Background: an optimization exercise with open tools, aiming at small area. Do not read the settings as production practice.

==> try-amber <==
## muldiv_unit
module muldiv_unit #(
    parameter int unsigned MUL_CYCLES = 2,
    parameter int unsigned DIV_ITERS  = 32
) (
    input  logic        clk,
    input  logic        rst,
    input  logic        start,
    input  logic [1:0]  op,
    input  logic        flush,
    input  logic [31:0] srca,
    input  logic [31:0] srcb,
    output logic        stall,
    output logic        busy,
    output logic        done,
    output logic [31:0] hi,
    output logic [31:0] lo
);
    logic        act_q;           
    logic [5:0]  cnt_q;           
    logic [33:0] h_q;             
    logic [31:0] l_q;             
    logic        is_div, is_signed;
    logic [5:0]  ph;
    logic        sa, sb;
    logic [35:0] xa;              
    logic [32:0] bm;              
    logic        bzero;
    logic        ph0, div_abs, div_end, div_last;
    logic        p0_q, e33_q, e34_q;    
    assign is_div    = op[1];
  ...
==> flow/config.mk <==
export PLATFORM = sky130hd
export DESIGN_NAME = muldiv_unit
export DESIGN_NICKNAME = muldiv_unit
export VERILOG_FILES = /design/flow/design.v
export SDC_FILE = /design/flow/constraint.sdc
export NUM_CORES = 4
export LEC_CHECK = 0
export CAP_MARGIN = 20
export CORE_MARGIN = 2
export CORE_UTILIZATION = 50
export SLEW_MARGIN = 20
==> flow/constraint.sdc <==
create_clock -name core_clock -period 10.5 [get_ports {clk}]
set_input_delay 2.1000 -clock core_clock [delete_from_list [all_inputs] [get_ports {clk}]]
set_output_delay 2.1000 -clock core_clock [all_outputs]
set_load 0.01 [all_outputs]
standard.sh (not shown) runs the stock make flow with config.mk's settings and CLKGATE_MAP_FILE= SYNTH_SCRIPT=/design/flow/synth_recipe.tcl, a recipe that flattens the netlist after the stock synthesis.
==> flow/flow/run.sh <==
#!/bin/bash
# Standard synthesis and layout (standard.sh), with faster port buffers than the
# resizer's default pick, so the input-to-output paths of the last multiply pass
# need less timing repair.
set -euo pipefail
export BUFFER_PORTS_ARGS="-buffer_cell sky130_fd_sc_hd__buf_2"
bash standard.sh synth > synth.log 2>&1
bash standard.sh finish > layout.log 2>&1
==> try-yarrow: changes against try-amber <==
==> flow/flow/run.sh (replaced) <==
#!/bin/bash
# Standard synthesis and layout (standard.sh), with faster port buffers than the
# resizer's default pick, and power recovery (downsizing of gates off the critical
# paths) after global routing.
set -euo pipefail
export BUFFER_PORTS_ARGS="-buffer_cell sky130_fd_sc_hd__buf_2"
export RECOVER_POWER=100
bash standard.sh synth > synth.log 2>&1
bash standard.sh finish > layout.log 2>&1
- CTS_BUF_LIST: default -> sky130_fd_sc_hd__clkbuf_8
- PLACE_DENSITY: default -> 0.7
==> summary of the runs <==
- In synthesized area, try-yarrow and try-amber do not differ.
- In try-amber the first-iteration DRC count is smaller than in try-yarrow, by about 16%.
- In synthesized cell count, try-yarrow and try-amber do not differ.
- Against try-amber, the cell count of try-yarrow is lower by about 0.7%.
- Between try-yarrow and try-amber, the lower via count is in try-amber (gap about 1.8%, measured against try-amber).
- In try-amber the routed wire length is higher than in try-yarrow, by 1.1%.
- In try-amber the sequential share of layout area is lower than in try-yarrow, by 0.15 points.
- Against try-yarrow, the count of clock-buffer cells in the layout of try-amber is higher by 1.
- Against try-yarrow, the critical path depth of try-amber is lower by 1.
- In try-yarrow the register-to-register slack is lower than in try-amber, by 0.03 ns.
==> figures <==
Status: try-amber complete, no violations; try-yarrow complete, no violations
Wire length per cell: try-amber 22.41 µm; try-yarrow 22.31 µm
Filler cell count: try-amber 3,003; try-yarrow 2,948
Layout Skew: try-amber 0.01041 ns; try-yarrow 0.01754 ns
CP Max Fanout: try-amber 14; try-yarrow 27
Dpl ws: try-amber 0.1383 ns; try-yarrow -0.07258 ns
Final period util: try-amber 97.26%; try-yarrow 98.23%
CP peak stage delay: try-amber 0.58 ns; try-yarrow 0.57 ns
Post-Route M1 WL: try-amber 24.64 mm; try-yarrow 22.84 mm
F_max: try-amber 97.92 MHz; try-yarrow 96.96 MHz
Met3 routed wirelength: try-amber 4.837 mm; try-yarrow 6.155 mm
Clock-cell share of area: try-amber 1.717%; try-yarrow 1.086%
Cell chosen for the clock root: try-amber sky130_fd_sc_hd__clkbuf_16; try-yarrow sky130_fd_sc_hd__clkbuf_8
Final area over synthesized area: try-amber 1.1331x; try-yarrow 1.1179x
Setup bufs post-CTS: try-amber 0; try-yarrow 1
Hpwl dp: try-amber 44.27 mm; try-yarrow 43.37 mm
Clock insertion delay at the later pin of the skew report: try-amber 0.36 ns; try-yarrow 0.40 ns
Final wirelength: try-amber 56.33 mm; try-yarrow 55.72 mm
Setup repair after global routing missed its margin: try-amber no; try-yarrow yes
No functional check of the RTL was part of any run of this note.

-- port drivers added, routing unchanged --
The results above use ideal ports. As a check the final layouts listed here were re-extracted and re-timed, cells and wires unchanged. Step 1: set_driving_cell puts a clkbuf_16 on clk and a buf_2 on each other input, an assumption about the parent block. Step 2 moves the port delays by t, midway between the first and last clock arrival at a register: inputs arrive t later, outputs are due t later. That takes back most of the time a late clock gives input paths. Three values: no drivers, after step 1, after step 2; two values: the first two.
run | t (ns) | setup slack, ns | pins driven straight from the clock port
try-amber | 0.401 | 0.287 / 0.269 / 0.269 | 1
try-yarrow | 0.428 | 0.186 / 0.167 / 0.167 | 1
After both steps setup and hold are still met in every run listed. For try-yarrow, which loses most, drivers alone change the setup slack by -0.019 ns; drivers and shift together by -0.019 ns.
